This design comes from an exercise in tuning for small area on the open sky130 flow, not from production work. The RTL was checked by simulation tests, not by an equivalence proof against the original design. No activity file was given, so power comes from the tool's default toggle rates.

Setup of run 1:
==> flow/design.v (excerpt) <==
module wb_mult_top
(
    input  logic        clk,
    input  logic        rst,
    input  logic        wb_cyc_i,
    input  logic        wb_stb_i,
    input  logic        wb_we_i,
    input  logic [1:0]  wb_adr_i,
    input  logic [31:0] wb_dat_i,
    output logic [31:0] wb_dat_o,
    output logic        wb_ack_o
);
Size in the first run: roughly 450 cells after synthesis, roughly 74 flip-flops.
Settings: LEC_CHECK=0, CAP_MARGIN=20, CORE_MARGIN=2, CORE_UTILIZATION=80, CTS_BUF_LIST=sky130_fd_sc_hd__clkbuf_8, PLACE_DENSITY=0.8, SLEW_MARGIN=20; clock period 3.5 ns.
standard.sh (not shown) runs the stock make flow with config.mk's settings and CLKGATE_MAP_FILE= SYNTH_SCRIPT=/design/flow/synth_recipe.tcl, a recipe that flattens the netlist after the stock synthesis.
==> flow/flow/run.sh <==
#!/bin/bash
# The standard layout, with the smallest buffer (buf_1) on every port
# instead of the one buffer_ports picks by default.
set -euo pipefail
export BUFFER_PORTS_ARGS="-buffer_cell sky130_fd_sc_hd__buf_1"
bash standard.sh > standard_flow.log 2>&1
Tool error GRT-0232 stopped run 1 during global routing; no final results.
Setup changes, run 1 to run 2
Settings: a deleted PLACE_DENSITY that had been 0.8; a change of CORE_UTILIZATION from 80 to 65.
Notes after the runs:
- Run 2 finished every step from synthesis to the final layout, and the layout passed the timing, design-rule and antenna checks.
- In the tables for run 1 and run 2, effective utilization at floorplan reads lower with run 2.
- Number of gates resized after CTS: run 2 lower than run 1
- Compared with run 1, in run 2 number of synthesized flops with an enable pin shows no meaningful change; post-placement setup slack shows an increase of 0.10 ns; vertical extent of the die shows an increase of about 10%.
- Compared with run 1, placement row count in run 2 increased by more than 10%.
- The placed cell count number comes out higher for run 2 vs run 1.
- From run 1 to run 2 the numbers moved as follows: post-place instance area neither gained nor lost much, last weighted congestion value of the routability-driven placer picked up an extra 0.088.
- Run 2 against run 1: overall die width climbed 8.6 um; post-synthesis net count barely changed.
Input-level comparison between run 3 and run 2:
Settings: putting CORE_ASPECT_RATIO at 0.5 where nothing was set; swapping 65 for 70 in CORE_UTILIZATION; putting PLACE_DENSITY at 0.8 where nothing was set.
Findings:
Run 2 ended up with more cell instances than run 3 did.
[compare] base=run 2 new=run 3: number of setup violations in the final report ~0 delta, count of flip-flops and latches comparable.
Run 3 — y dimension of the die 30% lower, run 2 as reference
Transition time at the pin with the least slew margin in run 3 vs run 2: down 0.0090 ns
A endpoint of the most critical setup path of p_hi[13]$_DFFE_PP_ is what run 3 shows, while p_hi[7]$_DFFE_PP_ belongs to run 2.
Going from run 2 to run 3, final-layout worst hold slack grows by 0.0077 ns.
Input changes introduced in run 4 (baseline for comparison: run 3):
Settings: removing PLACE_DENSITY (formerly 0.8); removing CTS_BUF_LIST (formerly sky130_fd_sc_hd__clkbuf_8); changing CORE_UTILIZATION from 70 to 40; removing CORE_ASPECT_RATIO (formerly 0.5).
==> flow/run.sh (new file) <==
#!/bin/bash
# synth_recipe.tcl (not shown) runs the flow's synth.tcl, then flattens the netlist and writes it again
# the make line also repeats each setting of config.mk as NAME=value (left out here)
make -C /OpenROAD-flow-scripts/flow DESIGN_CONFIG=/design/flow/config.mk WORK_HOME=/design/flow/orfs CLKGATE_MAP_FILE= SYNTH_SCRIPT=/design/flow/synth_recipe.tcl finish
removed: flow/flow/run.sh
removed: flow/standard.sh
Results
- Per the comparison of run 4 with run 3, final cell count without fillers increased 9.5%; post-route total power moved up; maximum fanout along the worst path picked up an extra 4.
- Run 4 does better than run 3 on highest clock rate.
- Delta(half-perimeter wire length of the detailed placement result, run 4 - run 3) < 0
Input-level comparison between run 5 and run 4:
Settings: CTS_CLUSTER_SIZE newly set to 25; CORE_UTILIZATION changed from 40 to 65; CTS_CLUSTER_DIAMETER newly set to 100; CORE_ASPECT_RATIO newly set to 0.5; CTS_BUF_LIST newly set to sky130_fd_sc_hd__clkbuf_8; PLACE_DENSITY newly set to 0.75.
==> flow/flow/run.sh (new file) <==
#!/bin/bash
# The standard layout, with the smallest buffer (buf_1) on every port
# instead of the one buffer_ports picks by default.
set -euo pipefail
export BUFFER_PORTS_ARGS="-buffer_cell sky130_fd_sc_hd__buf_1"
bash standard.sh > standard_flow.log 2>&1
==> flow/standard.sh (new file) <==
#!/bin/bash
# synth_recipe.tcl (not shown) runs the flow's synth.tcl, then flattens the netlist and writes it again
# the make line also repeats each setting of config.mk as NAME=value (left out here)
make -C /OpenROAD-flow-scripts/flow DESIGN_CONFIG=/design/flow/config.mk WORK_HOME=/design/flow/orfs CLKGATE_MAP_FILE= SYNTH_SCRIPT=/design/flow/synth_recipe.tcl "${@:-finish}"
removed: flow/run.sh
Results
On layout net count, run 5 and run 4 are neck and neck.
Per the comparison of run 5 with run 4, die height lower; routed wire length decreased by about 2.3% relative to the old numbers; number of gates on the worst path with buffers counted decreased by 1 relative to the old numbers; proportion of cell area occupied by multi-input gates went up by 5.5 points.
[run 5 vs run 4] first-pass GRT wire length: lower in run 5
The lower worst setup slack of run 5 and run 4 is in run 5.
Run 5 vs run 4 on clock latency at the later pin of the worst-skew pair: run 5 is the higher one.

==> port drivers added, routing unchanged <==
The results above use ideal ports. As a check the final layouts listed here were re-extracted and re-timed, cells and wires unchanged.
Step 1 sets driving cells, clkbuf_16 on the clock port and buf_2 on the other inputs (assumed; they add their load-dependent delay and slew).
Step 2 moves the port delays by t, midway between the first and last clock arrival at a register: inputs arrive t later, outputs are due t later. That takes back most of the time a late clock gives input paths.
Slacks: ideal / step 1 / step 2; pairs: ideal / step 1.
run | t (ns) | slack for setup (ns) | worst slew at a driven data input, ns
run 2 | 0.382 | 0.064 / 0.064 / 0.064 | 0.04
run 3 | 0.384 | 0.117 / 0.117 / 0.117 | 0.04
run 4 | 0.388 | 0.197 / 0.197 / 0.197 | 0.05
run 5 | 0.392 | 0.182 / 0.182 / 0.182 | 0.05
After both steps setup and hold are still met in every run listed.
